Background: an optimization exercise with open tools, aiming at a short achievable clock period and few clock cycles per item. Do not read the settings as production practice.
No run shown here included a check of the RTL's function; only the layout flow was run.
Power figures rest on the tool's default switching activity, not on a simulated workload.

==> flow/design.v (outline; a module is shown in full before it is edited, if it fits) <==
// module mm_systolic_array: 1489 lines
// module mm_operand_feeder: 85 lines
// module mm_cmd_decode: 111 lines
// module mm_result_drain: 62 lines
// module mm_res_bit: 9 lines
// module mm_top: 78 lines
module mm_top (
    input  logic         clk_buf,
    input  logic         sys_reset,
    input  logic         cmd_valid,
    input  logic [(4 * 8)-1:0] cmd_word,
    output logic         cmd_credit,
    output logic         res_valid,
    output mm_data_pkg::mm_acc_t      res_data,
    input  logic         res_credit,
    output logic         busy,
    output logic         done
);
  // ...
==> flow/flow/run.sh <==
#!/bin/bash
set -euo pipefail
MARGIN=${MARGIN:-7.5}
sed "s/ \"\${@:-finish}\"\$/ SETUP_SLACK_MARGIN=${MARGIN} TNS_END_PERCENT=100 \"\${@:-finish}\"/" standard.sh > standard_margin.sh
grep -q "SETUP_SLACK_MARGIN=${MARGIN}" standard_margin.sh
bash standard_margin.sh > make_flow.log 2>&1
==> flow/standard.sh <==
#!/bin/bash
# synth_recipe.tcl (not shown) runs the flow's synth.tcl, then flattens the netlist and writes it again
# the make line also repeats each setting of config.mk as NAME=value (left out here)
make -C /OpenROAD-flow-scripts/flow DESIGN_CONFIG=/design/flow/config.mk WORK_HOME=/design/flow/orfs CLKGATE_MAP_FILE= SYNTH_SCRIPT=/design/flow/synth_recipe.tcl "${@:-finish}"
==> flow/config.mk <==
export PLATFORM = sky130hd
export DESIGN_NAME = mm_top
export DESIGN_NICKNAME = mm_top
export VERILOG_FILES = /design/flow/design.v
export SDC_FILE = /design/flow/constraint.sdc
export NUM_CORES = 4
export LEC_CHECK = 0
export ABC_CLOCK_PERIOD_IN_PS = 2500
export CAP_MARGIN = 20
export CORE_MARGIN = 2
export CORE_UTILIZATION = 65
export CTS_CLUSTER_DIAMETER = 100
export CTS_CLUSTER_SIZE = 24
export PLACE_DENSITY = 0.75
export SLEW_MARGIN = 20
==> flow/constraint.sdc <==
create_clock -name core_clock -period 10.5 [get_ports {clk_buf}]
set_input_delay 2.1000 -clock core_clock [delete_from_list [all_inputs] [get_ports {clk_buf}]]
set_output_delay 2.1000 -clock core_clock [all_outputs]
set_load 0.01 [all_outputs]
==> run notes, run 1 <==
GRT met3 Usage: 4.33%
fraction of cell area in non-clock buffers: 2.82%
via count: 28498
Buffers & Inverters on Critical Path: 2
synth-to-layout area growth: 8.02%
most frequent cells in the layout: edfxtp_1, nand2_1, o21ai_0, dfrtp_1, inv_1
clock slew at reported path FFs: 90 ps
Worst slew margin: 21.4%
area post-placement: 0.0554 mm2
routed wire length per instance: 24.6 um
# IOs: 72
Post-synth EDFFs: 752
P_clk: 2.64 mW
total wire length: 116000 um
Hold Vio Cnt, Final: 0
Yosys top cell area share: 42.1%
RSZ-0062 raised after global routing: yes
max layer used: met4
largest net degree at the start of global routing: 108
Crit path required time: 8400 ps
full die area: 0.0848 mm2
reg2reg end: u_systolic.r1_660$_DFF_P_
initial antenna violation count: 1
PD cells: 345 mW/mm2
setup bufs post-CTS: 22
setup violators final: 0
die width: 291 um
Layout Cells excl Fill: 4719
storage element area: 0.0351 mm2
worst hold path type: reg2reg
M2 GR Usage: 48.5%
leading area contributor after synthesis: edfxtp_1
status: timing/DRC/antenna clean
Yosys warnings: 9
critical path depth: 2
sw power: 7.68 mW
Synth Area in Adders: 9.72%
Non-CTS buffers: 156
layout cells sized above 1: 15.3%
==> module mm_cmd_decode, before the edit <==
module mm_cmd_decode (
    input  logic         clk_buf,
    input  logic         sys_reset,
    input  logic         cmd_valid,
    input  logic [(4 * 8)-1:0] cmd_word,
    output logic         cmd_credit,
    input  logic         q_full,         
    output logic         run_start,      
    output logic         started,        
    output logic [4*(4 * 8)-1:0] a_rows,
    output logic [4*(4 * 8)-1:0] b_rows
);
    localparam int DIM  = 4;
    localparam int W    = (4 * 8);
    localparam int SKID = 3;
    logic            in_v;
    logic [W-1:0]    in_w;
    logic [W-1:0]    skid   [SKID];
    logic [SKID-1:0] skid_v;              
    logic [SKID-1:0] kept_v;              
    logic            src_v;
    logic [W-1:0]    src_w;
    logic            src_start;
    logic            take;
    logic            push, pop;
    logic            owe1_q, owe2_q;      
    logic            owe1, owe2;
    logic            early;               
    logic            give;
    logic            expect_data;
    logic            sel_b;
    logic [1:0]      row;
    always_ff @(posedge clk_buf or posedge sys_reset) begin
        if (sys_reset) in_v <= 1'b0;
        else           in_v <= cmd_valid;
    end
    always_ff @(posedge clk_buf) begin
        in_w <= cmd_word;
    end
    assign src_v     = skid_v[0] || in_v;
    assign src_w     = skid_v[0] ? skid[0] : in_w;
    assign src_start = !expect_data && (src_w[1:0] == mm_cmd_pkg::OP_START);
    assign take      = src_v && !(src_start && q_full);
    assign run_start = take && src_start;
    assign pop  = skid_v[0] && take;
    assign push = in_v && (skid_v[0] || !take);
    assign kept_v = pop ? {1'b0, skid_v[SKID-1:1]} : skid_v;
    always_ff @(posedge clk_buf) begin
        for (int i = 0; i < SKID; i++) begin
            if (push && !kept_v[i] && (i == 0 || kept_v[i - 1])) begin
                skid[i] <= in_w;
            end else if (pop && i < SKID - 1) begin
                skid[i] <= skid[i + 1];
            end
        end
    end
    always_ff @(posedge clk_buf or posedge sys_reset) begin
        if (sys_reset) begin
            skid_v <= '0;
        end else begin
            for (int i = 0; i < SKID; i++) begin
                skid_v[i] <= kept_v[i] || (push && (i == 0 || kept_v[i - 1]));
            end
        end
    end
    always_comb begin
        case ({in_v, cmd_credit})
            2'b10:   begin owe1 = 1'b1;             owe2 = owe1_q; end
            2'b01:   begin owe1 = owe2_q;           owe2 = 1'b0;   end
            default: begin owe1 = owe1_q;           owe2 = owe2_q; end
        endcase
    end
    assign give = (!early || take) && (cmd_valid || owe1);
    always_ff @(posedge clk_buf or posedge sys_reset) begin
        if (sys_reset) begin
            owe1_q     <= 1'b0;
            owe2_q     <= 1'b0;
            early      <= 1'b0;
            cmd_credit <= 1'b0;
        end else begin
            owe1_q     <= owe1;
            owe2_q     <= owe2;
            early      <= (early == take) ? give : early;
            cmd_credit <= give;
        end
    end
    always_ff @(posedge clk_buf or posedge sys_reset) begin
        if (sys_reset) begin
            expect_data <= 1'b0;
            sel_b       <= 1'b0;
            row         <= '0;
            started     <= 1'b0;
            a_rows      <= '0;
            b_rows      <= '0;
        end else begin
            if (run_start) started <= 1'b1;
            if (take) begin
                if (expect_data) begin
                    expect_data <= 1'b0;
                    if (sel_b) b_rows[row*W +: W] <= src_w;
                    else       a_rows[row*W +: W] <= src_w;
                end else if (src_w[1:0] == mm_cmd_pkg::OP_LOAD_A ||
                             src_w[1:0] == mm_cmd_pkg::OP_LOAD_B) begin
                    expect_data <= 1'b1;
                    sel_b       <= (src_w[1:0] == mm_cmd_pkg::OP_LOAD_B);
                    row         <= src_w[3:2];
                end
            end
        end
    end
endmodule
==> run 2: changes to the inputs <==
--- a/flow/design.v
+++ b/flow/design.v
@@ -419,54 +419,92 @@
     logic s517, c518;
     logic s519, c520;
     logic s521, c522;
     logic s523, c524;
     logic s525, c526;
     logic s527, c528;
     logic s529, c530;
     logic s531, c532;
-    logic s533, c534;
-    logic s535, c536;
-    logic s537, c538;
-    logic s539, c540;
-    logic s541, c542;
-    logic s543, c544;
-    logic s545, c546;
-    logic s547, c548;
-    logic s549, c550;
-    logic s551, c552;
-    logic s553, c554;
-    logic s555, c556;
-    logic s557, c558;
-    logic s559, c560;
-    logic s561, c562;
-    logic s563, c564;
-    logic s565, c566;
-    logic s567, c568;
-    logic s569, c570;
-    logic s571, c572;
-    logic s573, c574;
-    logic s575, c576;
-    logic s577, c578;
-    logic s579, c580;
-    logic s581, c582;
-    logic s583, c584;
-    logic s585, c586;
-    logic s587, c588;
-    logic s589, c590;
-    logic s591, c592;
-    logic s593, c594;
-    logic s595, c596;
-    logic s597, c598;
-    logic s599, c600;
-    logic s601, c602;
-    logic s603, c604;
-    logic s605, c606;
-    logic s607, c608;
+    logic r1_533;
+    logic r1_534;
+    logic r1_535;
+    logic r1_536;
+    logic r1_537;
+    logic r1_538;
+    logic r1_539;
+    logic r1_540;
+    logic r1_541;
+    logic r1_542;
+    logic r1_543;
+    logic r1_544;
+    logic r1_545;
+    logic r1_546;
+    logic r1_547;
+    logic r1_548;
+    logic r1_549;
+    logic r1_550;
+    logic r1_551;
+    logic r1_552;
+    logic r1_553;
+    logic r1_554;
+    logic r1_555;
+    logic r1_556;
+    logic r1_557;
+    logic r1_558;
+    logic r1_559;
+    logic r1_560;
+    logic r1_561;
+    logic r1_562;
+    logic r1_563;
+    logic r1_564;
+    logic r1_565;
+    logic r1_566;
+    logic r1_567;
+    logic r1_568;
+    logic r1_569;
+    logic r1_570;
+    logic r1_571;
+    logic r1_572;
+    logic r1_573;
+    logic r1_574;
+    logic r1_575;
+    logic r1_576;
+    logic r1_577;
+    logic r1_578;
+    logic r1_579;
+    logic r1_580;
+    logic r1_581;
+    logic r1_582;
+    logic r1_583;
+    logic r1_584;
+    logic r1_585;
+    logic r1_586;
+    logic r1_587;
+    logic r1_588;
+    logic r1_589;
+    logic r1_590;
+    logic r1_591;
+    logic r1_592;
+    logic r1_593;
+    logic r1_594;
+    logic r1_595;
+    logic r1_596;
+    logic r1_597;
+    logic r1_598;
+    logic r1_599;
+    logic r1_600;
+    logic r1_601;
+    logic r1_602;
+    logic r1_603;
+    logic r1_604;
+    logic r1_605;
+    logic r1_606;
+    logic r1_607;
+    logic r1_608;
     logic r1_609;
     logic r1_610;
     logic r1_611;
     logic r1_612;
     logic r1_613;
     logic r1_614;
     logic r1_615;
     logic r1_616;
@@ -509,149 +547,148 @@
     logic r1_653;
     logic r1_654;
     logic r1_655;
     logic r1_656;
     logic r1_657;
     logic r1_658;
     logic r1_659;
     logic r1_660;
-    logic r1_661;
-    logic r1_662;
-    logic r1_663;
-    logic r1_664;
-    logic r1_665;
-    logic r1_666;
-    logic r1_667;
-    logic r1_668;
-    logic r1_669;
-    logic r1_670;
-    logic r1_671;
-    logic r1_672;
-    logic r1_673;
-    logic r1_674;
-    logic r1_675;
-    logic r1_676;
-    logic r1_677;
-    logic r1_678;
-    logic r1_679;
-    logic r1_680;
-    logic r1_681;
-    logic r1_682;
-    logic r1_683;
-    logic r1_684;
-    logic r1_685;
-    logic r1_686;
-    logic r1_687;
-    logic r1_688;
-    logic r1_689;
-    logic r1_690;
-    logic r1_691;
-    logic r1_692;
-    logic r1_693;
-    logic r1_694;
-    logic r1_695;
-    logic r1_696;
-    logic r1_697;
-    logic r1_698;
-    logic r1_699;
-    logic s700, c701;
-    logic s702, c703;
-    logic s704, c705;
-    logic s706, c707;
-    logic s708, c709;
-    logic s710, c711;
-    logic s712, c713;
-    logic s714, c715;
-    logic s716, c717;
-    logic s718, c719;
-    logic s720, c721;
-    logic s722, c723;
-    logic s724, c725;
-    logic s726, c727;
-    logic s728, c729;
-    logic s730, c731;
-    logic s732, c733;
-    logic s734, c735;
-    logic s736, c737;
-    logic s738, c739;
-    logic s740, c741;
-    logic s742, c743;
-    logic s744, c745;
-    logic s746, c747;
-    logic s748, c749;
-    logic s750, c751;
-    logic s752, c753;
-    logic s754, c755;
-    logic s756, c757;
-    logic s758, c759;
-    logic s760, c761;
-    logic s762, c763;
-    logic s764, c765;
-    logic s766, c767;
-    logic s768, c769;
-    logic s770, c771;
-    logic s772, c773;
-    logic s774, c775;
-    logic s776, c777;
-    logic s778, c779;
-    logic s780, c781;
-    logic s782, c783;
-    logic s784, c785;
-    logic s786, c787;
-    logic s788, c789;
-    logic s790, c791;
-    logic s792, c793;
-    logic s794, c795;
-    logic s796, c797;
-    logic s798, c799;
-    logic s800, c801;
-    logic s802, c803;
-    logic s804, c805;
-    logic s806, c807;
-    logic s808, c809;
-    logic s810, c811;
-    logic s812, c813;
-    logic s814, c815;
-    logic s816, c817;
-    logic r2_818;
-    logic r2_819;
-    logic r2_820;
-    logic r2_821;
-    logic r2_822;
-    logic r2_823;
-    logic r2_824;
-    logic r2_825;
-    logic r2_826;
-    logic r2_827;
-    logic r2_828;
-    logic r2_829;
-    logic r2_830;
-    logic r2_831;
-    logic r2_832;
-    logic r2_833;
-    logic r2_834;
-    logic r2_835;
-    logic r2_836;
-    logic r2_837;
-    logic r2_838;
-    logic r2_839;
-    logic r2_840;
-    logic r2_841;
-    logic r2_842;
-    logic r2_843;
-    logic r2_844;
-    logic r2_845;
-    logic r2_846;
-    logic r2_847;
-    logic r2_848;
-    logic r2_849;
-    logic r2_850;
-    logic r2_851;
-    logic r2_852;
+    logic s661, c662;
+    logic s663, c664;
+    logic s665, c666;
+    logic s667, c668;
+    logic s669, c670;
+    logic s671, c672;
+    logic s673, c674;
+    logic s675, c676;
+    logic s677, c678;
+    logic s679, c680;
+    logic s681, c682;
+    logic s683, c684;
+    logic s685, c686;
+    logic s687, c688;
+    logic s689, c690;
+    logic s691, c692;
+    logic s693, c694;
+    logic s695, c696;
+    logic s697, c698;
+    logic s699, c700;
+    logic s701, c702;
+    logic s703, c704;
+    logic s705, c706;
+    logic s707, c708;
+    logic s709, c710;
+    logic s711, c712;
+    logic s713, c714;
+    logic s715, c716;
+    logic s717, c718;
+    logic s719, c720;
+    logic s721, c722;
+    logic s723, c724;
+    logic s725, c726;
+    logic s727, c728;
+    logic s729, c730;
+    logic s731, c732;
+    logic s733, c734;
+    logic s735, c736;
+    logic s737, c738;
+    logic s739, c740;
+    logic s741, c742;
+    logic s743, c744;
+    logic s745, c746;
+    logic s747, c748;
+    logic s749, c750;
+    logic s751, c752;
+    logic s753, c754;
+    logic s755, c756;
+    logic s757, c758;
+    logic s759, c760;
+    logic s761, c762;
+    logic s763, c764;
+    logic s765, c766;
+    logic s767, c768;
+    logic s769, c770;
+    logic s771, c772;
+    logic s773, c774;
+    logic s775, c776;
+    logic s777, c778;
+    logic s779, c780;
+    logic s781, c782;
+    logic s783, c784;
+    logic s785, c786;
+    logic s787, c788;
+    logic s789, c790;
+    logic s791, c792;
+    logic s793, c794;
+    logic s795, c796;
+    logic s797, c798;
+    logic s799, c800;
+    logic s801, c802;
+    logic s803, c804;
+    logic s805, c806;
+    logic s807, c808;
+    logic s809, c810;
+    logic s811, c812;
+    logic s813, c814;
+    logic s815, c816;
+    logic s817, c818;
+    logic s819, c820;
+    logic s821, c822;
+    logic s823, c824;
+    logic s825, c826;
+    logic s827, c828;
+    logic s829, c830;
+    logic s831, c832;
+    logic s833, c834;
+    logic s835, c836;
+    logic s837, c838;
+    logic s839, c840;
+    logic s841, c842;
+    logic s843, c844;
+    logic s845, c846;
+    logic s847, c848;
+    logic s849, c850;
+    logic s851, c852;
+    logic s853, c854;
+    logic r2_855;
+    logic r2_856;
+    logic r2_857;
+    logic r2_858;
+    logic r2_859;
+    logic r2_860;
+    logic r2_861;
+    logic r2_862;
+    logic r2_863;
+    logic r2_864;
+    logic r2_865;
+    logic r2_866;
+    logic r2_867;
+    logic r2_868;
+    logic r2_869;
+    logic r2_870;
+    logic r2_871;
+    logic r2_872;
+    logic r2_873;
+    logic r2_874;
+    logic r2_875;
+    logic r2_876;
+    logic r2_877;
+    logic r2_878;
+    logic r2_879;
+    logic r2_880;
+    logic r2_881;
+    logic r2_882;
+    logic r2_883;
+    logic r2_884;
+    logic r2_885;
+    logic r2_886;
+    logic r2_887;
+    logic r2_888;
+    logic r2_889;
     logic [2:1] v;
     assign pp1 = (op_a[0] & op_b[0]);
     assign pp2 = (op_a[0] & op_b[1]);
     assign pp3 = (op_a[0] & op_b[2]);
     assign pp4 = (op_a[0] & op_b[3]);
     assign pp5 = (op_a[0] & op_b[4]);
     assign pp6 = (op_a[0] & op_b[5]);
     assign pp7 = (op_a[0] & op_b[6]);
@@ -1175,345 +1212,382 @@
     assign s525 = pp190 ^ pp240 ^ pp247;
     assign c526 = (pp190 & pp240) | (pp190 & pp247) | (pp240 & pp247);
     assign s527 = c440 ^ c442 ^ c444;
     assign c528 = (c440 & c442) | (c440 & c444) | (c442 & c444);
     assign s529 = pp56 ^ pp63 ^ pp120;
     assign c530 = (pp56 & pp63) | (pp56 & pp120) | (pp63 & pp120);
     assign s531 = pp127 ^ pp184 ^ pp191;
     assign c532 = (pp127 & pp184) | (pp127 & pp191) | (pp184 & pp191);
-    assign s533 = pp2 ^ pp9 ^ pp66;
-    assign c534 = (pp2 & pp9) | (pp2 & pp66) | (pp9 & pp66);
-    assign s535 = s445 ^ s447 ^ pp81;
-    assign c536 = (s445 & s447) | (s445 & pp81) | (s447 & pp81);
-    assign s537 = pp131 ^ pp138 ^ pp145;
-    assign c538 = (pp131 & pp138) | (pp131 & pp145) | (pp138 & pp145);
-    assign s539 = c446 ^ c448 ^ s449;
-    assign c540 = (c446 & c448) | (c446 & s449) | (c448 & s449);
-    assign s541 = s451 ^ s453 ^ pp196;
-    assign c542 = (s451 & s453) | (s451 & pp196) | (s453 & pp196);
-    assign s543 = pp203 ^ pp210;
-    assign c544 = pp203 & pp210;
-    assign s545 = c450 ^ c452 ^ c454;
-    assign c546 = (c450 & c452) | (c450 & c454) | (c452 & c454);
-    assign s547 = s455 ^ s457 ^ s459;
-    assign c548 = (s455 & s457) | (s455 & s459) | (s457 & s459);
-    assign s549 = s461 ^ pp218 ^ pp225;
-    assign c550 = (s461 & pp218) | (s461 & pp225) | (pp218 & pp225);
-    assign s551 = c456 ^ c458 ^ c460;
-    assign c552 = (c456 & c458) | (c456 & c460) | (c458 & c460);
-    assign s553 = c462 ^ s463 ^ s465;
-    assign c554 = (c462 & s463) | (c462 & s465) | (s463 & s465);
-    assign s555 = s467 ^ s469 ^ pp233;
-    assign c556 = (s467 & s469) | (s467 & pp233) | (s469 & pp233);
-    assign s557 = c464 ^ c466 ^ c468;
-    assign c558 = (c464 & c466) | (c464 & c468) | (c466 & c468);
-    assign s559 = c470 ^ s471 ^ s473;
-    assign c560 = (c470 & s471) | (c470 & s473) | (s471 & s473);
-    assign s561 = s475 ^ s477 ^ pp241;
-    assign c562 = (s475 & s477) | (s475 & pp241) | (s477 & pp241);
-    assign s563 = c472 ^ c474 ^ c476;
-    assign c564 = (c472 & c474) | (c472 & c476) | (c474 & c476);
-    assign s565 = c478 ^ s479 ^ s481;
-    assign c566 = (c478 & s479) | (c478 & s481) | (s479 & s481);
-    assign s567 = s483 ^ s485 ^ pp249;
-    assign c568 = (s483 & s485) | (s483 & pp249) | (s485 & pp249);
-    assign s569 = c480 ^ c482 ^ c484;
-    assign c570 = (c480 & c482) | (c480 & c484) | (c482 & c484);
-    assign s571 = c486 ^ s487 ^ s489;
-    assign c572 = (c486 & s487) | (c486 & s489) | (s487 & s489);
-    assign s573 = s491 ^ s493 ^ pp250;
-    assign c574 = (s491 & s493) | (s491 & pp250) | (s493 & pp250);
-    assign s575 = c488 ^ c490 ^ c492;
-    assign c576 = (c488 & c490) | (c488 & c492) | (c490 & c492);
-    assign s577 = c494 ^ s495 ^ s497;
-    assign c578 = (c494 & s495) | (c494 & s497) | (s495 & s497);
-    assign s579 = s499 ^ s501 ^ pp251;
-    assign c580 = (s499 & s501) | (s499 & pp251) | (s501 & pp251);
-    assign s581 = c496 ^ c498 ^ c500;
-    assign c582 = (c496 & c498) | (c496 & c500) | (c498 & c500);
-    assign s583 = c502 ^ s503 ^ s505;
-    assign c584 = (c502 & s503) | (c502 & s505) | (s503 & s505);
-    assign s585 = s507 ^ s509 ^ 1'b1;
-    assign c586 = (s507 & s509) | (s507 & 1'b1) | (s509 & 1'b1);
-    assign s587 = c504 ^ c506 ^ c508;
-    assign c588 = (c504 & c506) | (c504 & c508) | (c506 & c508);
-    assign s589 = c510 ^ s511 ^ s513;
-    assign c590 = (c510 & s511) | (c510 & s513) | (s511 & s513);
-    assign s591 = s515 ^ s517 ^ pp253;
-    assign c592 = (s515 & s517) | (s515 & pp253) | (s517 & pp253);
-    assign s593 = c512 ^ c514 ^ c516;
-    assign c594 = (c512 & c514) | (c512 & c516) | (c514 & c516);
-    assign s595 = c518 ^ s519 ^ s521;
-    assign c596 = (c518 & s519) | (c518 & s521) | (s519 & s521);
-    assign s597 = s523 ^ s525 ^ pp254;
-    assign c598 = (s523 & s525) | (s523 & pp254) | (s525 & pp254);
-    assign s599 = c520 ^ c522 ^ c524;
-    assign c600 = (c520 & c522) | (c520 & c524) | (c522 & c524);
-    assign s601 = c526 ^ s527 ^ s529;
-    assign c602 = (c526 & s527) | (c526 & s529) | (s527 & s529);
-    assign s603 = s531 ^ pp248 ^ pp255;
-    assign c604 = (s531 & pp248) | (s531 & pp255) | (pp248 & pp255);
-    assign s605 = c528 ^ c530 ^ c532;
-    assign c606 = (c528 & c530) | (c528 & c532) | (c530 & c532);
-    assign s607 = pp64 ^ pp128 ^ pp192;
-    assign c608 = (pp64 & pp128) | (pp64 & pp192) | (pp128 & pp192);
-    assign s700 = r1_613 ^ r1_614 ^ r1_615;
-    assign c701 = (r1_613 & r1_614) | (r1_613 & r1_615) | (r1_614 & r1_615);
-    assign s702 = r1_619 ^ r1_620 ^ r1_621;
-    assign c703 = (r1_619 & r1_620) | (r1_619 & r1_621) | (r1_620 & r1_621);
-    assign s704 = r1_622 ^ r1_623;
-    assign c705 = r1_622 & r1_623;
-    assign s706 = r1_625 ^ r1_626 ^ r1_627;
-    assign c707 = (r1_625 & r1_626) | (r1_625 & r1_627) | (r1_626 & r1_627);
-    assign s708 = r1_628 ^ r1_629 ^ r1_630;
-    assign c709 = (r1_628 & r1_629) | (r1_628 & r1_630) | (r1_629 & r1_630);
-    assign s710 = r1_631 ^ r1_632 ^ r1_633;
-    assign c711 = (r1_631 & r1_632) | (r1_631 & r1_633) | (r1_632 & r1_633);
-    assign s712 = r1_634 ^ r1_635 ^ r1_636;
-    assign c713 = (r1_634 & r1_635) | (r1_634 & r1_636) | (r1_635 & r1_636);
-    assign s714 = r1_637 ^ r1_638 ^ r1_639;
-    assign c715 = (r1_637 & r1_638) | (r1_637 & r1_639) | (r1_638 & r1_639);
-    assign s716 = r1_640 ^ r1_641 ^ r1_642;
-    assign c717 = (r1_640 & r1_641) | (r1_640 & r1_642) | (r1_641 & r1_642);
-    assign s718 = r1_643 ^ r1_644 ^ r1_645;
-    assign c719 = (r1_643 & r1_644) | (r1_643 & r1_645) | (r1_644 & r1_645);
-    assign s720 = r1_646 ^ r1_647 ^ r1_648;
-    assign c721 = (r1_646 & r1_647) | (r1_646 & r1_648) | (r1_647 & r1_648);
-    assign s722 = r1_649 ^ r1_650 ^ r1_651;
-    assign c723 = (r1_649 & r1_650) | (r1_649 & r1_651) | (r1_650 & r1_651);
-    assign s724 = r1_652 ^ r1_653 ^ r1_654;
-    assign c725 = (r1_652 & r1_653) | (r1_652 & r1_654) | (r1_653 & r1_654);
-    assign s726 = r1_655 ^ r1_656 ^ r1_657;
-    assign c727 = (r1_655 & r1_656) | (r1_655 & r1_657) | (r1_656 & r1_657);
-    assign s728 = r1_658 ^ r1_659 ^ r1_660;
-    assign c729 = (r1_658 & r1_659) | (r1_658 & r1_660) | (r1_659 & r1_660);
-    assign s730 = r1_661 ^ r1_662 ^ r1_663;
-    assign c731 = (r1_661 & r1_662) | (r1_661 & r1_663) | (r1_662 & r1_663);
-    assign s732 = r1_664 ^ r1_665 ^ r1_666;
-    assign c733 = (r1_664 & r1_665) | (r1_664 & r1_666) | (r1_665 & r1_666);
-    assign s734 = r1_667 ^ r1_668 ^ r1_669;
-    assign c735 = (r1_667 & r1_668) | (r1_667 & r1_669) | (r1_668 & r1_669);
-    assign s736 = r1_670 ^ r1_671 ^ r1_672;
-    assign c737 = (r1_670 & r1_671) | (r1_670 & r1_672) | (r1_671 & r1_672);
-    assign s738 = r1_673 ^ r1_674 ^ r1_675;
-    assign c739 = (r1_673 & r1_674) | (r1_673 & r1_675) | (r1_674 & r1_675);
-    assign s740 = r1_676 ^ r1_677 ^ r1_678;
-    assign c741 = (r1_676 & r1_677) | (r1_676 & r1_678) | (r1_677 & r1_678);
-    assign s742 = r1_679 ^ r1_680 ^ r1_681;
-    assign c743 = (r1_679 & r1_680) | (r1_679 & r1_681) | (r1_680 & r1_681);
-    assign s744 = r1_682 ^ r1_683 ^ r1_684;
-    assign c745 = (r1_682 & r1_683) | (r1_682 & r1_684) | (r1_683 & r1_684);
-    assign s746 = r1_685 ^ r1_686 ^ r1_687;
-    assign c747 = (r1_685 & r1_686) | (r1_685 & r1_687) | (r1_686 & r1_687);
-    assign s748 = r1_688 ^ r1_689 ^ r1_690;
-    assign c749 = (r1_688 & r1_689) | (r1_688 & r1_690) | (r1_689 & r1_690);
-    assign s750 = r1_691 ^ r1_692 ^ r1_693;
-    assign c751 = (r1_691 & r1_692) | (r1_691 & r1_693) | (r1_692 & r1_693);
-    assign s752 = r1_694 ^ r1_695 ^ r1_696;
-    assign c753 = (r1_694 & r1_695) | (r1_694 & r1_696) | (r1_695 & r1_696);
-    assign s754 = r1_609 ^ r1_610;
-    assign c755 = r1_609 & r1_610;
-    assign s756 = s700 ^ r1_616 ^ r1_617;
-    assign c757 = (s700 & r1_616) | (s700 & r1_617) | (r1_616 & r1_617);
-    assign s758 = c701 ^ s702 ^ s704;
-    assign c759 = (c701 & s702) | (c701 & s704) | (s702 & s704);
-    assign s760 = c703 ^ c705 ^ s706;
-    assign c761 = (c703 & c705) | (c703 & s706) | (c705 & s706);
-    assign s762 = c707 ^ c709 ^ s710;
-    assign c763 = (c707 & c709) | (c707 & s710) | (c709 & s710);
-    assign s764 = c711 ^ c713 ^ s714;
-    assign c765 = (c711 & c713) | (c711 & s714) | (c713 & s714);
-    assign s766 = c715 ^ c717 ^ s718;
-    assign c767 = (c715 & c717) | (c715 & s718) | (c717 & s718);
-    assign s768 = c719 ^ c721 ^ s722;
-    assign c769 = (c719 & c721) | (c719 & s722) | (c721 & s722);
-    assign s770 = c723 ^ c725 ^ s726;
-    assign c771 = (c723 & c725) | (c723 & s726) | (c725 & s726);
-    assign s772 = c727 ^ c729 ^ s730;
-    assign c773 = (c727 & c729) | (c727 & s730) | (c729 & s730);
-    assign s774 = c731 ^ c733 ^ s734;
-    assign c775 = (c731 & c733) | (c731 & s734) | (c733 & s734);
-    assign s776 = c735 ^ c737 ^ s738;
-    assign c777 = (c735 & c737) | (c735 & s738) | (c737 & s738);
-    assign s778 = c739 ^ c741 ^ s742;
-    assign c779 = (c739 & c741) | (c739 & s742) | (c741 & s742);
-    assign s780 = c743 ^ c745 ^ s746;
-    assign c781 = (c743 & c745) | (c743 & s746) | (c745 & s746);
-    assign s782 = c747 ^ c749 ^ s750;
-    assign c783 = (c747 & c749) | (c747 & s750) | (c749 & s750);
-    assign s784 = c751 ^ c753 ^ r1_697;
-    assign c785 = (c751 & c753) | (c751 & r1_697) | (c753 & r1_697);
-    assign s786 = s754 ^ r1_611;
-    assign c787 = s754 & r1_611;
-    assign s788 = c755 ^ s756 ^ r1_618;
-    assign c789 = (c755 & s756) | (c755 & r1_618) | (s756 & r1_618);
-    assign s790 = c757 ^ s758 ^ r1_624;
-    assign c791 = (c757 & s758) | (c757 & r1_624) | (s758 & r1_624);
-    assign s792 = c759 ^ s760 ^ s708;
-    assign c793 = (c759 & s760) | (c759 & s708) | (s760 & s708);
-    assign s794 = c761 ^ s762 ^ s712;
-    assign c795 = (c761 & s762) | (c761 & s712) | (s762 & s712);
-    assign s796 = c763 ^ s764 ^ s716;
-    assign c797 = (c763 & s764) | (c763 & s716) | (s764 & s716);
-    assign s798 = c765 ^ s766 ^ s720;
-    assign c799 = (c765 & s766) | (c765 & s720) | (s766 & s720);
-    assign s800 = c767 ^ s768 ^ s724;
-    assign c801 = (c767 & s768) | (c767 & s724) | (s768 & s724);
-    assign s802 = c769 ^ s770 ^ s728;
-    assign c803 = (c769 & s770) | (c769 & s728) | (s770 & s728);
-    assign s804 = c771 ^ s772 ^ s732;
-    assign c805 = (c771 & s772) | (c771 & s732) | (s772 & s732);
-    assign s806 = c773 ^ s774 ^ s736;
-    assign c807 = (c773 & s774) | (c773 & s736) | (s774 & s736);
-    assign s808 = c775 ^ s776 ^ s740;
-    assign c809 = (c775 & s776) | (c775 & s740) | (s776 & s740);
-    assign s810 = c777 ^ s778 ^ s744;
-    assign c811 = (c777 & s778) | (c777 & s744) | (s778 & s744);
-    assign s812 = c779 ^ s780 ^ s748;
-    assign c813 = (c779 & s780) | (c779 & s748) | (s780 & s748);
-    assign s814 = c781 ^ s782 ^ s752;
-    assign c815 = (c781 & s782) | (c781 & s752) | (s782 & s752);
-    assign s816 = c783 ^ s784 ^ r1_698;
-    assign c817 = (c783 & s784) | (c783 & r1_698) | (s784 & r1_698);
+    assign s661 = r1_537 ^ r1_538 ^ r1_539;
+    assign c662 = (r1_537 & r1_538) | (r1_537 & r1_539) | (r1_538 & r1_539);
+    assign s663 = r1_545 ^ r1_546 ^ r1_547;
+    assign c664 = (r1_545 & r1_546) | (r1_545 & r1_547) | (r1_546 & r1_547);
+    assign s665 = r1_548 ^ r1_549 ^ r1_550;
+    assign c666 = (r1_548 & r1_549) | (r1_548 & r1_550) | (r1_549 & r1_550);
+    assign s667 = r1_554 ^ r1_555 ^ r1_556;
+    assign c668 = (r1_554 & r1_555) | (r1_554 & r1_556) | (r1_555 & r1_556);
+    assign s669 = r1_557 ^ r1_558 ^ r1_559;
+    assign c670 = (r1_557 & r1_558) | (r1_557 & r1_559) | (r1_558 & r1_559);
+    assign s671 = r1_560 ^ r1_561;
+    assign c672 = r1_560 & r1_561;
+    assign s673 = r1_563 ^ r1_564 ^ r1_565;
+    assign c674 = (r1_563 & r1_564) | (r1_563 & r1_565) | (r1_564 & r1_565);
+    assign s675 = r1_566 ^ r1_567 ^ r1_568;
+    assign c676 = (r1_566 & r1_567) | (r1_566 & r1_568) | (r1_567 & r1_568);
+    assign s677 = r1_569 ^ r1_570 ^ r1_571;
+    assign c678 = (r1_569 & r1_570) | (r1_569 & r1_571) | (r1_570 & r1_571);
+    assign s679 = r1_572 ^ r1_573 ^ r1_574;
+    assign c680 = (r1_572 & r1_573) | (r1_572 & r1_574) | (r1_573 & r1_574);
+    assign s681 = r1_575 ^ r1_576 ^ r1_577;
+    assign c682 = (r1_575 & r1_576) | (r1_575 & r1_577) | (r1_576 & r1_577);
+    assign s683 = r1_578 ^ r1_579 ^ r1_580;
+    assign c684 = (r1_578 & r1_579) | (r1_578 & r1_580) | (r1_579 & r1_580);
+    assign s685 = r1_581 ^ r1_582 ^ r1_583;
+    assign c686 = (r1_581 & r1_582) | (r1_581 & r1_583) | (r1_582 & r1_583);
+    assign s687 = r1_584 ^ r1_585 ^ r1_586;
+    assign c688 = (r1_584 & r1_585) | (r1_584 & r1_586) | (r1_585 & r1_586);
+    assign s689 = r1_587 ^ r1_588 ^ r1_589;
+    assign c690 = (r1_587 & r1_588) | (r1_587 & r1_589) | (r1_588 & r1_589);
+    assign s691 = r1_590 ^ r1_591 ^ r1_592;
+    assign c692 = (r1_590 & r1_591) | (r1_590 & r1_592) | (r1_591 & r1_592);
+    assign s693 = r1_593 ^ r1_594 ^ r1_595;
+    assign c694 = (r1_593 & r1_594) | (r1_593 & r1_595) | (r1_594 & r1_595);
+    assign s695 = r1_596 ^ r1_597 ^ r1_598;
+    assign c696 = (r1_596 & r1_597) | (r1_596 & r1_598) | (r1_597 & r1_598);
+    assign s697 = r1_599 ^ r1_600 ^ r1_601;
+    assign c698 = (r1_599 & r1_600) | (r1_599 & r1_601) | (r1_600 & r1_601);
+    assign s699 = r1_602 ^ r1_603 ^ r1_604;
+    assign c700 = (r1_602 & r1_603) | (r1_602 & r1_604) | (r1_603 & r1_604);
+    assign s701 = r1_605 ^ r1_606 ^ r1_607;
+    assign c702 = (r1_605 & r1_606) | (r1_605 & r1_607) | (r1_606 & r1_607);
+    assign s703 = r1_608 ^ r1_609 ^ r1_610;
+    assign c704 = (r1_608 & r1_609) | (r1_608 & r1_610) | (r1_609 & r1_610);
+    assign s705 = r1_611 ^ r1_612 ^ r1_613;
+    assign c706 = (r1_611 & r1_612) | (r1_611 & r1_613) | (r1_612 & r1_613);
+    assign s707 = r1_614 ^ r1_615 ^ r1_616;
+    assign c708 = (r1_614 & r1_615) | (r1_614 & r1_616) | (r1_615 & r1_616);
+    assign s709 = r1_617 ^ r1_618 ^ r1_619;
+    assign c710 = (r1_617 & r1_618) | (r1_617 & r1_619) | (r1_618 & r1_619);
+    assign s711 = r1_620 ^ r1_621 ^ r1_622;
+    assign c712 = (r1_620 & r1_621) | (r1_620 & r1_622) | (r1_621 & r1_622);
+    assign s713 = r1_623 ^ r1_624 ^ r1_625;
+    assign c714 = (r1_623 & r1_624) | (r1_623 & r1_625) | (r1_624 & r1_625);
+    assign s715 = r1_626 ^ r1_627 ^ r1_628;
+    assign c716 = (r1_626 & r1_627) | (r1_626 & r1_628) | (r1_627 & r1_628);
+    assign s717 = r1_629 ^ r1_630 ^ r1_631;
+    assign c718 = (r1_629 & r1_630) | (r1_629 & r1_631) | (r1_630 & r1_631);
+    assign s719 = r1_632 ^ r1_633 ^ r1_634;
+    assign c720 = (r1_632 & r1_633) | (r1_632 & r1_634) | (r1_633 & r1_634);
+    assign s721 = r1_635 ^ r1_636 ^ r1_637;
+    assign c722 = (r1_635 & r1_636) | (r1_635 & r1_637) | (r1_636 & r1_637);
+    assign s723 = r1_638 ^ r1_639 ^ r1_640;
+    assign c724 = (r1_638 & r1_639) | (r1_638 & r1_640) | (r1_639 & r1_640);
+    assign s725 = r1_641 ^ r1_642 ^ r1_643;
+    assign c726 = (r1_641 & r1_642) | (r1_641 & r1_643) | (r1_642 & r1_643);
+    assign s727 = r1_644 ^ r1_645 ^ r1_646;
+    assign c728 = (r1_644 & r1_645) | (r1_644 & r1_646) | (r1_645 & r1_646);
+    assign s729 = r1_647 ^ r1_648 ^ r1_649;
+    assign c730 = (r1_647 & r1_648) | (r1_647 & r1_649) | (r1_648 & r1_649);
+    assign s731 = r1_650 ^ r1_651 ^ r1_652;
+    assign c732 = (r1_650 & r1_651) | (r1_650 & r1_652) | (r1_651 & r1_652);
+    assign s733 = r1_653 ^ r1_654 ^ r1_655;
+    assign c734 = (r1_653 & r1_654) | (r1_653 & r1_655) | (r1_654 & r1_655);
+    assign s735 = r1_656 ^ r1_657 ^ r1_658;
+    assign c736 = (r1_656 & r1_657) | (r1_656 & r1_658) | (r1_657 & r1_658);
+    assign s737 = s661 ^ r1_540 ^ r1_541;
+    assign c738 = (s661 & r1_540) | (s661 & r1_541) | (r1_540 & r1_541);
+    assign s739 = c662 ^ s663 ^ s665;
+    assign c740 = (c662 & s663) | (c662 & s665) | (s663 & s665);
+    assign s741 = r1_551 ^ r1_552;
+    assign c742 = r1_551 & r1_552;
+    assign s743 = c664 ^ c666 ^ s667;
+    assign c744 = (c664 & c666) | (c664 & s667) | (c666 & s667);
+    assign s745 = s669 ^ s671 ^ r1_562;
+    assign c746 = (s669 & s671) | (s669 & r1_562) | (s671 & r1_562);
+    assign s747 = c668 ^ c670 ^ c672;
+    assign c748 = (c668 & c670) | (c668 & c672) | (c670 & c672);
+    assign s749 = s673 ^ s675 ^ s677;
+    assign c750 = (s673 & s675) | (s673 & s677) | (s675 & s677);
+    assign s751 = c674 ^ c676 ^ c678;
+    assign c752 = (c674 & c676) | (c674 & c678) | (c676 & c678);
+    assign s753 = s679 ^ s681 ^ s683;
+    assign c754 = (s679 & s681) | (s679 & s683) | (s681 & s683);
+    assign s755 = c680 ^ c682 ^ c684;
+    assign c756 = (c680 & c682) | (c680 & c684) | (c682 & c684);
+    assign s757 = s685 ^ s687 ^ s689;
+    assign c758 = (s685 & s687) | (s685 & s689) | (s687 & s689);
+    assign s759 = c686 ^ c688 ^ c690;
+    assign c760 = (c686 & c688) | (c686 & c690) | (c688 & c690);
+    assign s761 = s691 ^ s693 ^ s695;
+    assign c762 = (s691 & s693) | (s691 & s695) | (s693 & s695);
+    assign s763 = c692 ^ c694 ^ c696;
+    assign c764 = (c692 & c694) | (c692 & c696) | (c694 & c696);
+    assign s765 = s697 ^ s699 ^ s701;
+    assign c766 = (s697 & s699) | (s697 & s701) | (s699 & s701);
+    assign s767 = c698 ^ c700 ^ c702;
+    assign c768 = (c698 & c700) | (c698 & c702) | (c700 & c702);
+    assign s769 = s703 ^ s705 ^ s707;
+    assign c770 = (s703 & s705) | (s703 & s707) | (s705 & s707);
+    assign s771 = c704 ^ c706 ^ c708;
+    assign c772 = (c704 & c706) | (c704 & c708) | (c706 & c708);
+    assign s773 = s709 ^ s711 ^ s713;
+    assign c774 = (s709 & s711) | (s709 & s713) | (s711 & s713);
+    assign s775 = c710 ^ c712 ^ c714;
+    assign c776 = (c710 & c712) | (c710 & c714) | (c712 & c714);
+    assign s777 = s715 ^ s717 ^ s719;
+    assign c778 = (s715 & s717) | (s715 & s719) | (s717 & s719);
+    assign s779 = c716 ^ c718 ^ c720;
+    assign c780 = (c716 & c718) | (c716 & c720) | (c718 & c720);
+    assign s781 = s721 ^ s723 ^ s725;
+    assign c782 = (s721 & s723) | (s721 & s725) | (s723 & s725);
+    assign s783 = c722 ^ c724 ^ c726;
+    assign c784 = (c722 & c724) | (c722 & c726) | (c724 & c726);
+    assign s785 = s727 ^ s729 ^ s731;
+    assign c786 = (s727 & s729) | (s727 & s731) | (s729 & s731);
+    assign s787 = c728 ^ c730 ^ c732;
+    assign c788 = (c728 & c730) | (c728 & c732) | (c730 & c732);
+    assign s789 = s733 ^ s735 ^ r1_659;
+    assign c790 = (s733 & s735) | (s733 & r1_659) | (s735 & r1_659);
+    assign s791 = r1_533 ^ r1_534;
+    assign c792 = r1_533 & r1_534;
+    assign s793 = s737 ^ r1_542 ^ r1_543;
+    assign c794 = (s737 & r1_542) | (s737 & r1_543) | (r1_542 & r1_543);
+    assign s795 = c738 ^ s739 ^ s741;
+    assign c796 = (c738 & s739) | (c738 & s741) | (s739 & s741);
+    assign s797 = c740 ^ c742 ^ s743;
+    assign c798 = (c740 & c742) | (c740 & s743) | (c742 & s743);
+    assign s799 = c744 ^ c746 ^ s747;
+    assign c800 = (c744 & c746) | (c744 & s747) | (c746 & s747);
+    assign s801 = c748 ^ c750 ^ s751;
+    assign c802 = (c748 & c750) | (c748 & s751) | (c750 & s751);
+    assign s803 = c752 ^ c754 ^ s755;
+    assign c804 = (c752 & c754) | (c752 & s755) | (c754 & s755);
+    assign s805 = c756 ^ c758 ^ s759;
+    assign c806 = (c756 & c758) | (c756 & s759) | (c758 & s759);
+    assign s807 = c760 ^ c762 ^ s763;
+    assign c808 = (c760 & c762) | (c760 & s763) | (c762 & s763);
+    assign s809 = c764 ^ c766 ^ s767;
+    assign c810 = (c764 & c766) | (c764 & s767) | (c766 & s767);
+    assign s811 = c768 ^ c770 ^ s771;
+    assign c812 = (c768 & c770) | (c768 & s771) | (c770 & s771);
+    assign s813 = c772 ^ c774 ^ s775;
+    assign c814 = (c772 & c774) | (c772 & s775) | (c774 & s775);
+    assign s815 = c776 ^ c778 ^ s779;
+    assign c816 = (c776 & c778) | (c776 & s779) | (c778 & s779);
+    assign s817 = c780 ^ c782 ^ s783;
+    assign c818 = (c780 & c782) | (c780 & s783) | (c782 & s783);
+    assign s819 = c784 ^ c786 ^ s787;
+    assign c820 = (c784 & c786) | (c784 & s787) | (c786 & s787);
+    assign s821 = c788 ^ c790 ^ c734;
+    assign c822 = (c788 & c790) | (c788 & c734) | (c790 & c734);
+    assign s823 = s791 ^ r1_535;
+    assign c824 = s791 & r1_535;
+    assign s825 = c792 ^ s793 ^ r1_544;
+    assign c826 = (c792 & s793) | (c792 & r1_544) | (s793 & r1_544);
+    assign s827 = c794 ^ s795 ^ r1_553;
+    assign c828 = (c794 & s795) | (c794 & r1_553) | (s795 & r1_553);
+    assign s829 = c796 ^ s797 ^ s745;
+    assign c830 = (c796 & s797) | (c796 & s745) | (s797 & s745);
+    assign s831 = c798 ^ s799 ^ s749;
+    assign c832 = (c798 & s799) | (c798 & s749) | (s799 & s749);
+    assign s833 = c800 ^ s801 ^ s753;
+    assign c834 = (c800 & s801) | (c800 & s753) | (s801 & s753);
+    assign s835 = c802 ^ s803 ^ s757;
+    assign c836 = (c802 & s803) | (c802 & s757) | (s803 & s757);
+    assign s837 = c804 ^ s805 ^ s761;
+    assign c838 = (c804 & s805) | (c804 & s761) | (s805 & s761);
+    assign s839 = c806 ^ s807 ^ s765;
+    assign c840 = (c806 & s807) | (c806 & s765) | (s807 & s765);
+    assign s841 = c808 ^ s809 ^ s769;
+    assign c842 = (c808 & s809) | (c808 & s769) | (s809 & s769);
+    assign s843 = c810 ^ s811 ^ s773;
+    assign c844 = (c810 & s811) | (c810 & s773) | (s811 & s773);
+    assign s845 = c812 ^ s813 ^ s777;
+    assign c846 = (c812 & s813) | (c812 & s777) | (s813 & s777);
+    assign s847 = c814 ^ s815 ^ s781;
+    assign c848 = (c814 & s815) | (c814 & s781) | (s815 & s781);
+    assign s849 = c816 ^ s817 ^ s785;
+    assign c850 = (c816 & s817) | (c816 & s785) | (s817 & s785);
+    assign s851 = c818 ^ s819 ^ s789;
+    assign c852 = (c818 & s819) | (c818 & s789) | (s819 & s789);
+    assign s853 = c820 ^ s821 ^ c736;
+    assign c854 = (c820 & s821) | (c820 & c736) | (s821 & c736);
     always_ff @(posedge clk_buf) begin
-        r1_609 <= pp1;
-        r1_610 <= pp65;
-        r1_611 <= pp129;
-        r1_612 <= pp193;
-        r1_613 <= s533;
-        r1_614 <= pp73;
-        r1_615 <= pp130;
-        r1_616 <= pp137;
-        r1_617 <= pp194;
-        r1_618 <= pp201;
-        r1_619 <= c534;
-        r1_620 <= s535;
-        r1_621 <= s537;
-        r1_622 <= pp195;
-        r1_623 <= pp202;
-        r1_624 <= pp209;
-        r1_625 <= c536;
-        r1_626 <= c538;
-        r1_627 <= s539;
-        r1_628 <= s541;
-        r1_629 <= s543;
-        r1_630 <= pp217;
-        r1_631 <= c540;
-        r1_632 <= c542;
-        r1_633 <= c544;
-        r1_634 <= s545;
-        r1_635 <= s547;
-        r1_636 <= s549;
-        r1_637 <= c546;
-        r1_638 <= c548;
-        r1_639 <= c550;
-        r1_640 <= s551;
-        r1_641 <= s553;
-        r1_642 <= s555;
-        r1_643 <= c552;
-        r1_644 <= c554;
-        r1_645 <= c556;
-        r1_646 <= s557;
-        r1_647 <= s559;
-        r1_648 <= s561;
-        r1_649 <= c558;
-        r1_650 <= c560;
-        r1_651 <= c562;
-        r1_652 <= s563;
-        r1_653 <= s565;
-        r1_654 <= s567;
-        r1_655 <= c564;
-        r1_656 <= c566;
-        r1_657 <= c568;
-        r1_658 <= s569;
-        r1_659 <= s571;
-        r1_660 <= s573;
-        r1_661 <= c570;
-        r1_662 <= c572;
-        r1_663 <= c574;
-        r1_664 <= s575;
-        r1_665 <= s577;
-        r1_666 <= s579;
-        r1_667 <= c576;
-        r1_668 <= c578;
-        r1_669 <= c580;
-        r1_670 <= s581;
-        r1_671 <= s583;
-        r1_672 <= s585;
-        r1_673 <= c582;
-        r1_674 <= c584;
-        r1_675 <= c586;
-        r1_676 <= s587;
-        r1_677 <= s589;
-        r1_678 <= s591;
-        r1_679 <= c588;
-        r1_680 <= c590;
-        r1_681 <= c592;
-        r1_682 <= s593;
-        r1_683 <= s595;
-        r1_684 <= s597;
-        r1_685 <= c594;
-        r1_686 <= c596;
-        r1_687 <= c598;
-        r1_688 <= s599;
-        r1_689 <= s601;
-        r1_690 <= s603;
-        r1_691 <= c600;
-        r1_692 <= c602;
-        r1_693 <= c604;
-        r1_694 <= s605;
-        r1_695 <= s607;
-        r1_696 <= pp256;
-        r1_697 <= c606;
-        r1_698 <= c608;
-        r1_699 <= 1'b1;
-        r2_818 <= s786;
-        r2_819 <= r1_612;
-        r2_820 <= c787;
-        r2_821 <= s788;
-        r2_822 <= c789;
-        r2_823 <= s790;
-        r2_824 <= c791;
-        r2_825 <= s792;
-        r2_826 <= c793;
-        r2_827 <= s794;
-        r2_828 <= c795;
-        r2_829 <= s796;
-        r2_830 <= c797;
-        r2_831 <= s798;
-        r2_832 <= c799;
-        r2_833 <= s800;
-        r2_834 <= c801;
-        r2_835 <= s802;
-        r2_836 <= c803;
-        r2_837 <= s804;
-        r2_838 <= c805;
-        r2_839 <= s806;
-        r2_840 <= c807;
-        r2_841 <= s808;
-        r2_842 <= c809;
-        r2_843 <= s810;
-        r2_844 <= c811;
-        r2_845 <= s812;
-        r2_846 <= c813;
-        r2_847 <= s814;
-        r2_848 <= c815;
-        r2_849 <= s816;
-        r2_850 <= c817;
-        r2_851 <= c785;
-        r2_852 <= r1_699;
+        r1_533 <= pp1;
+        r1_534 <= pp65;
+        r1_535 <= pp129;
+        r1_536 <= pp193;
+        r1_537 <= pp2;
+        r1_538 <= pp9;
+        r1_539 <= pp66;
+        r1_540 <= pp73;
+        r1_541 <= pp130;
+        r1_542 <= pp137;
+        r1_543 <= pp194;
+        r1_544 <= pp201;
+        r1_545 <= s445;
+        r1_546 <= s447;
+        r1_547 <= pp81;
+        r1_548 <= pp131;
+        r1_549 <= pp138;
+        r1_550 <= pp145;
+        r1_551 <= pp195;
+        r1_552 <= pp202;
+        r1_553 <= pp209;
+        r1_554 <= c446;
+        r1_555 <= c448;
+        r1_556 <= s449;
+        r1_557 <= s451;
+        r1_558 <= s453;
+        r1_559 <= pp196;
+        r1_560 <= pp203;
+        r1_561 <= pp210;
+        r1_562 <= pp217;
+        r1_563 <= c450;
+        r1_564 <= c452;
+        r1_565 <= c454;
+        r1_566 <= s455;
+        r1_567 <= s457;
+        r1_568 <= s459;
+        r1_569 <= s461;
+        r1_570 <= pp218;
+        r1_571 <= pp225;
+        r1_572 <= c456;
+        r1_573 <= c458;
+        r1_574 <= c460;
+        r1_575 <= c462;
+        r1_576 <= s463;
+        r1_577 <= s465;
+        r1_578 <= s467;
+        r1_579 <= s469;
+        r1_580 <= pp233;
+        r1_581 <= c464;
+        r1_582 <= c466;
+        r1_583 <= c468;
+        r1_584 <= c470;
+        r1_585 <= s471;
+        r1_586 <= s473;
+        r1_587 <= s475;
+        r1_588 <= s477;
+        r1_589 <= pp241;
+        r1_590 <= c472;
+        r1_591 <= c474;
+        r1_592 <= c476;
+        r1_593 <= c478;
+        r1_594 <= s479;
+        r1_595 <= s481;
+        r1_596 <= s483;
+        r1_597 <= s485;
+        r1_598 <= pp249;
+        r1_599 <= c480;
+        r1_600 <= c482;
+        r1_601 <= c484;
+        r1_602 <= c486;
+        r1_603 <= s487;
+        r1_604 <= s489;
+        r1_605 <= s491;
+        r1_606 <= s493;
+        r1_607 <= pp250;
+        r1_608 <= c488;
+        r1_609 <= c490;
+        r1_610 <= c492;
+        r1_611 <= c494;
+        r1_612 <= s495;
+        r1_613 <= s497;
+        r1_614 <= s499;
+        r1_615 <= s501;
+        r1_616 <= pp251;
+        r1_617 <= c496;
+        r1_618 <= c498;
+        r1_619 <= c500;
+        r1_620 <= c502;
+        r1_621 <= s503;
+        r1_622 <= s505;
+        r1_623 <= s507;
+        r1_624 <= s509;
+        r1_625 <= 1'b1;
+        r1_626 <= c504;
+        r1_627 <= c506;
+        r1_628 <= c508;
+        r1_629 <= c510;
+        r1_630 <= s511;
+        r1_631 <= s513;
+        r1_632 <= s515;
+        r1_633 <= s517;
+        r1_634 <= pp253;
+        r1_635 <= c512;
+        r1_636 <= c514;
+        r1_637 <= c516;
+        r1_638 <= c518;
+        r1_639 <= s519;
+        r1_640 <= s521;
+        r1_641 <= s523;
+        r1_642 <= s525;
+        r1_643 <= pp254;
+        r1_644 <= c520;
+        r1_645 <= c522;
+        r1_646 <= c524;
+        r1_647 <= c526;
+        r1_648 <= s527;
+        r1_649 <= s529;
+        r1_650 <= s531;
+        r1_651 <= pp248;
+        r1_652 <= pp255;
+        r1_653 <= c528;
+        r1_654 <= c530;
+        r1_655 <= c532;
+        r1_656 <= pp64;
+        r1_657 <= pp128;
+        r1_658 <= pp192;
+        r1_659 <= pp256;
+        r1_660 <= 1'b1;
+        r2_855 <= s823;
+        r2_856 <= r1_536;
+        r2_857 <= c824;
+        r2_858 <= s825;
+        r2_859 <= c826;
+        r2_860 <= s827;
+        r2_861 <= c828;
+        r2_862 <= s829;
+        r2_863 <= c830;
+        r2_864 <= s831;
+        r2_865 <= c832;
+        r2_866 <= s833;
+        r2_867 <= c834;
+        r2_868 <= s835;
+        r2_869 <= c836;
+        r2_870 <= s837;
+        r2_871 <= c838;
+        r2_872 <= s839;
+        r2_873 <= c840;
+        r2_874 <= s841;
+        r2_875 <= c842;
+        r2_876 <= s843;
+        r2_877 <= c844;
+        r2_878 <= s845;
+        r2_879 <= c846;
+        r2_880 <= s847;
+        r2_881 <= c848;
+        r2_882 <= s849;
+        r2_883 <= c850;
+        r2_884 <= s851;
+        r2_885 <= c852;
+        r2_886 <= s853;
+        r2_887 <= c854;
+        r2_888 <= c822;
+        r2_889 <= r1_660;
     end
     always_ff @(posedge clk_buf or posedge sys_reset) begin
         if (sys_reset) v <= '0;
         else           v <= {v[1:1], op_v};
     end
     assign dot_v = v[2];
-    assign dot = {r2_852, r2_850, r2_848, r2_846, r2_844, r2_842, r2_840, r2_838, r2_836, r2_834, r2_832, r2_830, r2_828, r2_826, r2_824, r2_822, r2_820, r2_818}
-               + {1'b0, r2_851, r2_849, r2_847, r2_845, r2_843, r2_841, r2_839, r2_837, r2_835, r2_833, r2_831, r2_829, r2_827, r2_825, r2_823, r2_821, r2_819};
+    assign dot = {r2_889, r2_887, r2_885, r2_883, r2_881, r2_879, r2_877, r2_875, r2_873, r2_871, r2_869, r2_867, r2_865, r2_863, r2_861, r2_859, r2_857, r2_855}
+               + {1'b0, r2_888, r2_886, r2_884, r2_882, r2_880, r2_878, r2_876, r2_874, r2_872, r2_870, r2_868, r2_866, r2_864, r2_862, r2_860, r2_858, r2_856};
 endmodule
 `timescale 1ns/1ns
 module mm_operand_feeder (
     input  logic       clk_buf,
     input  logic       sys_reset,
     input  logic       run_start,
     input  logic [4*(4 * 8)-1:0] a_rows,
     input  logic [4*(4 * 8)-1:0] b_rows,
@@ -1621,16 +1695,17 @@
     logic [W-1:0]    src_w;
     logic            src_start;
     logic            take;
     logic            push, pop;
     logic            owe1_q, owe2_q;      
     logic            owe1, owe2;
     logic            early;               
     logic            give;
+    logic            credit_q;            
     logic            expect_data;
     logic            sel_b;
     logic [1:0]      row;
     always_ff @(posedge clk_buf or posedge sys_reset) begin
         if (sys_reset) in_v <= 1'b0;
         else           in_v <= cmd_valid;
     end
     always_ff @(posedge clk_buf) begin
@@ -1658,36 +1733,42 @@
             skid_v <= '0;
         end else begin
             for (int i = 0; i < SKID; i++) begin
                 skid_v[i] <= kept_v[i] || (push && (i == 0 || kept_v[i - 1]));
             end
         end
     end
     always_comb begin
-        case ({in_v, cmd_credit})
+        case ({in_v, credit_q})
             2'b10:   begin owe1 = 1'b1;             owe2 = owe1_q; end
             2'b01:   begin owe1 = owe2_q;           owe2 = 1'b0;   end
             default: begin owe1 = owe1_q;           owe2 = owe2_q; end
         endcase
     end
     assign give = (!early || take) && (cmd_valid || owe1);
     always_ff @(posedge clk_buf or posedge sys_reset) begin
         if (sys_reset) begin
             owe1_q     <= 1'b0;
             owe2_q     <= 1'b0;
             early      <= 1'b0;
-            cmd_credit <= 1'b0;
+            credit_q   <= 1'b0;
         end else begin
             owe1_q     <= owe1;
             owe2_q     <= owe2;
             early      <= (early == take) ? give : early;
-            cmd_credit <= give;
+            credit_q   <= give;
         end
     end
+    mm_out_bit u_credit_out (
+        .clk_buf   (clk_buf),
+        .sys_reset (sys_reset),
+        .d         (give),
+        .q         (cmd_credit)
+    );
     always_ff @(posedge clk_buf or posedge sys_reset) begin
         if (sys_reset) begin
             expect_data <= 1'b0;
             sel_b       <= 1'b0;
             row         <= '0;
             started     <= 1'b0;
             a_rows      <= '0;
             b_rows      <= '0;
@@ -1703,16 +1784,27 @@
                     expect_data <= 1'b1;
                     sel_b       <= (src_w[1:0] == mm_cmd_pkg::OP_LOAD_B);
                     row         <= src_w[3:2];
                 end
             end
         end
     end
 endmodule
+module mm_out_bit (
+    input  logic clk_buf,
+    input  logic sys_reset,
+    input  logic d,
+    output logic q
+);
+    always_ff @(posedge clk_buf or posedge sys_reset) begin
+        if (sys_reset) q <= 1'b0;
+        else           q <= d;
+    end
+endmodule
 `timescale 1ns/1ns
 module mm_result_drain (
     input  logic                 clk_buf,
     input  logic                 sys_reset,
     input  logic                 dot_v,
     input  logic signed [17:0]   dot,
     output logic                 res_valid,
     output mm_data_pkg::mm_acc_t res_data,
==> flow/flow/run.sh (replaced) <==
#!/bin/bash
set -euo pipefail
here=$(cd "$(dirname "$0")" && pwd)
MARGIN=$(cat "$here/margin.txt" 2>/dev/null || echo 7.5)
extra="SETUP_SLACK_MARGIN=${MARGIN} TNS_END_PERCENT=100 MATCH_CELL_FOOTPRINT=0"
if [[ -f "$here/cts_args.txt" ]]; then
  extra="$extra CTS_ARGS='$(tr '\n' ' ' < "$here/cts_args.txt")'"
fi
python3 - "$extra" <<'PY'
import sys
s = open('standard.sh').read()
key = ' "${@:-finish}"'
assert key in s
s = s.replace(key, ' ' + sys.argv[1] + key)
open('standard_knobs.sh', 'w').write(s)
PY
bash standard_knobs.sh > make_flow.log 2>&1
==> flow/config.mk (replaced) <==
export PLATFORM = sky130hd
export DESIGN_NAME = mm_top
export DESIGN_NICKNAME = mm_top
export VERILOG_FILES = /design/flow/design.v
export SDC_FILE = /design/flow/constraint.sdc
export NUM_CORES = 4
export LEC_CHECK = 0
export ABC_CLOCK_PERIOD_IN_PS = 2500
export CAP_MARGIN = 20
export CORE_MARGIN = 2
export CORE_UTILIZATION = 40
export CTS_CLUSTER_DIAMETER = 100
export CTS_CLUSTER_SIZE = 24
export SLEW_MARGIN = 20
export SYNTH_HIERARCHICAL = 1
==> run notes, run 2 <==
Critical Path End Type: primary output (unchanged)
clk root buf: clkbuf_16 (unchanged)
Yosys cell types: 71 (was 66)
routed wire length per instance: 23.0 um (was 24.6 um)
Async SR Flop Fraction: 22.8% (was 23.6%)
Buffers on Ports: 71 (unchanged)
Post-synth top cells: edfxtp_1, inv_1, dfrtp_1 (was edfxtp_1, nand2_1, o21ai_0)
setup violators final: 0 (unchanged)
Critical Path, Cell by Cell: clkbuf_2 (was buf_8 > buf_6)
Worst Setup SP: done$_DFF_PP0_ (was u_drain.g_res[31].u_bit.q$_DFF_P_)
final worst-path cycle share: 31.3% (was 32.3%)
Worst slew margin: 23.7% (was 21.4%)
first-pass GRT wire length: 192000 um (was 179000 um)
Syn Inst Count: 3602 (was 3539)
Setup crit start kind: flop (unchanged)
Core ar.: 0.138 mm2 (was 0.0818 mm2)
average cell area after synthesis: 15.5 um2 (was 15.2 um2)
most common cell after layout, fill and taps aside: edfxtp_1 (unchanged)
synthesis-stage register bit count: 1347 (was 1296)
peak supply drop: 251 uV (was 239 uV)
Post-synth EDFFs: 752 (unchanged)
initial antenna violation count: 0 (was 1)
CTS Buffer Depth: 3 (unchanged)
Yosys top cell area share: 40.6% (was 42.1%)
mean number of vias per cell: 5.27 (was 6.04)
Mapped Area: 0.0557 mm2 (was 0.0536 mm2)
layout cells sized above 1: 15.1% (was 15.3%)
Die H: 377 um (was 291 um)
hpwl dp: 76200 um (was 71500 um)
clock slew at reported path FFs: 90 ps (about the same)
data arrival time of the critical path: 1180 ps (was 1290 ps)
status: timing/DRC/antenna clean (unchanged)
die width: 377 um (was 291 um)
Pleak: 23.6 nW (was 22.5 nW)
final worst path period need: 3280 ps (was 3390 ps)
hold_sp: u_systolic.r1_536$_DFF_P_ (was u_systolic.r1_612$_DFF_P_)
CP Max Fanout: 1 (was 7)
# IOs: 72 (unchanged)
GRT Total Usage: 18.0% (was 28.1%)
CTS tree: yes (unchanged)
dominant cells by area after synthesis: edfxtp_1, dfrtp_1, dfxtp_1 (unchanged)
leading area contributor after synthesis: edfxtp_1 (unchanged)
Crit-path slowest cell: dfrtp_1 (was dfxtp_4)
gr ovfl total: 0 (unchanged)
RSZ-0062 raised after global routing: yes (unchanged)
full die area: 0.142 mm2 (was 0.0848 mm2)
f_max: 304 MHz (was 295 MHz)
Sink Count: 1347 (was 1296)
Placer Congestion: 0.792 (was 0.874)
worst hold path type: reg2reg (unchanged)
Initial Util: 40.4% (was 65.5%)
vias in the first global route: 29874 (was 30107)
First-pass DRT Iterations: 5 (unchanged)
Setup TNS Final: 0 ps (unchanged)
Seq/Total Area, Yosys: 64.7% (was 65.3%)
Largest regs: u_feeder.qa: 256 flops, u_feeder.qb: 256 flops, u_drain.fifo: 144 flops (unchanged)
total wire length: 128000 um (was 116000 um)
Largest delay share family, worst path: flip-flops (unchanged)
slowest stage delay, CP: 370 ps (about the same)
Crit Reg-Reg Startpoint: u_feeder.op_a[3]$_DFF_P_ (was u_feeder.op_b[7]$_DFF_P_)
NumNets Final: 4017 (was 3913)
synth-to-layout area growth: 9.86% (was 8.02%)
via count: 29222 (was 28498)
Crit path required time: 8400 ps (about the same)
H-tree level count: 3 (was 2)
Remaining DRCs: 0 (unchanged)
# diodes: 0 (was 4)
critical setup path kind: reg2out (unchanged)
Max Slew Vio Count: 0 (unchanged)
Starting DRT DRC Count: 2213 (was 2492)
post-synth net total: 3919 (was 3856)
top_reg_cell synth: edfxtp_1 (unchanged)
dpl ws: 5510 ps (was 5590 ps)
Worst-Skew Late Latency: 690 ps (about the same)
Num CTS Buffers: 69 (was 60)
largest net degree at the start of global routing: 137 (was 108)
PD cells: 348 mW/mm2 (was 345 mW/mm2)
final worst setup slack: 7220 ps (was 7110 ps)
Fin Clk Skew: 41.0 ps (was 45.5 ps)
Hold Vio Cnt, Final: 0 (unchanged)
most frequent cell after synthesis: edfxtp_1 (unchanged)
Buffers & Inverters on Critical Path: 1 (was 2)
Detail Route Antenna Nets: 0 (unchanged)
Yosys warnings: 16 (was 9)
most frequent cells in the layout: edfxtp_1, inv_1, dfrtp_1, dfxtp_1, o2bb2ai_1 (was edfxtp_1, nand2_1, o21ai_0, dfrtp_1, inv_1)
Max-Cap Viols: 0 (unchanged)
row count: 136 (was 105)
Slew @ Worst Pin: 1120 ps (was 1150 ps)
[run 2: cell count changes after synthesis, sizes merged, moves of 25 or more]
cell and delta:
mux2 +126, a22o +63, o21ai -297, inv +29, a22oi +35, o2bb2ai +257
o22ai +66, mux2i +122, mux4 -164, o31ai +64, dfxtp +50, clkbuf -25
nand2 -254
[run 2: path summary, 6_finish.rpt]
path | to | slack [ps] | depth (start not counted)
min in group asynchronous | u_cmd_decode.u_credit_out.q$_DFF_PP0_ | 1810 | 2
min reg2reg | u_systolic.r2_856$_DFF_P_ | 340 | 0
max reg2reg | u_systolic.r1_605$_DFF_P_ | 7570 | 7
max | done | 7220 | 1
min | u_systolic.r2_856$_DFF_P_ | 340 | 0
max in group asynchronous | u_cmd_decode.a_rows[118]$_DFFE_PP0P_ | 7600 | 4
[run 2: metal layers]
metal	vias to the layer above	wire [um]	global-route usage, %	part of all wire, %
met5	-	0	0	0
met4	0	2310	3.82	1.8
li1	13166	-	-	-
met2	635	61200	29.6	48
met3	141	5920	2.68	4.6
met1	15280	58200	25.2	46
[run 2: stage by stage]
stage / hold WS, ps / cell area, um2 / total power, mW / utilization (%) / instances
3_5_place_dp: 318 / 58400 / 18.5 / 42.4 / 5381
5_1_grt: 351 / 61100 / 23.1 / 44.4 / 5550
4_1_cts: 340 / 60900 / 21.5 / 44.2 / 5535
3_3_place_gp: 318 / 58400 / 18.2 / 42.4 / 5381
6_report: 336 / 61100 / 21.3 / 44.4 / 5550
2_1_floorplan: 310 / 55700 / 15.1 / - / 3602
[run 2: cells by family (layout without fill, tap and decap cells)]
| group | count (synthesis) | after routing | synth area share (%) |
|---|---|---|---|
| flops | 1347 | 1347 | 64.7 |
| fa+ha+maj | 281 | 281 | 9.37 |
| mux | 432 | 432 | 8.66 |
| compound gates | 584 | 585 | 8.84 |
| simple gates | 456 | 459 | 4.08 |
| buf+inv | 475 | 625 | 3.88 |
| xor+xnor | 27 | 27 | 0.425 |
[run 2: area by class of cell]
cell class	count	area, um2
Sequential cell	1347	36100
Clock inverter	11	175
Multi-Input combinational cell	1784	17700
Inverter	324	1220
Timing Repair Buffer	173	1730
Timing Repair inverter	1	7.51
Tap cell	1794	2240
Clock buffer	116	1970
Fill cell	12181	76700
[run 2: where the power goes]
group	leakage [nW]	switching, mW	internal [mW]
logic	9.25	5.32	4.01
registers	13.3	1.20	7.72
clock network	1.02	1.70	1.35
total	23.6	8.22	13.1
[run 2: per-module statistics from Yosys, one instance, submodules excluded]
module	area, um2	flip-flops and latches	copies in the design
mm_top	67.6	2	1
mm_systolic_array	11000	162	1
mm_out_bit	28.8	1	1
mm_cmd_decode	14700	397	1
mm_operand_feeder	22700	592	1
mm_res_bit	20.0	1	32
mm_result_drain	6560	161	1
[run 2: repair_timing]
| action | 4_1_cts | 5_1_grt |
|---|---|---|
| setup endpoints to repair | 1050 | 312 |
| cloned | 15 | 4 |
| pin swaps | 2 | 3 |
| buffers inserted | 12 | 10 |
| hold buffers | 0 | 0 |
| gates resized for setup | 162 | 24 |

==> re-timing with driven ports <==
No port has a modelled driver above. Below, the same layouts with a new extraction and two added sets of constraints. Step 1 (the two cells are an assumption about what drives the block):
set clk [get_ports {clk_buf}]
set_driving_cell -lib_cell sky130_fd_sc_hd__clkbuf_16 $clk
set_driving_cell -lib_cell sky130_fd_sc_hd__buf_2 [delete_from_list [all_inputs] $clk]
Step 2 moves the port delays by t, midway between the first and last clock arrival at a register: inputs arrive t later, outputs are due t later. That takes back most of the time a late clock gives input paths. Three values: ideal ports, drivers, drivers and shift; two values: the first two.
run	t (ns)	setup WS [ns]	worst register clock-pin slew, ns	pins driven straight from the clock port
run 1	0.740	7.112 / 7.042 / 6.956	0.10 / 0.10	1
run 2	0.750	7.215 / 7.137 / 6.899	0.10 / 0.10	1
After both steps setup and hold are still met in every run listed. For run 2, which loses most, drivers alone change the setup slack by -0.078 ns; drivers and shift together by -0.316 ns. The worst setup slack also covers recovery checks on asynchronous resets.
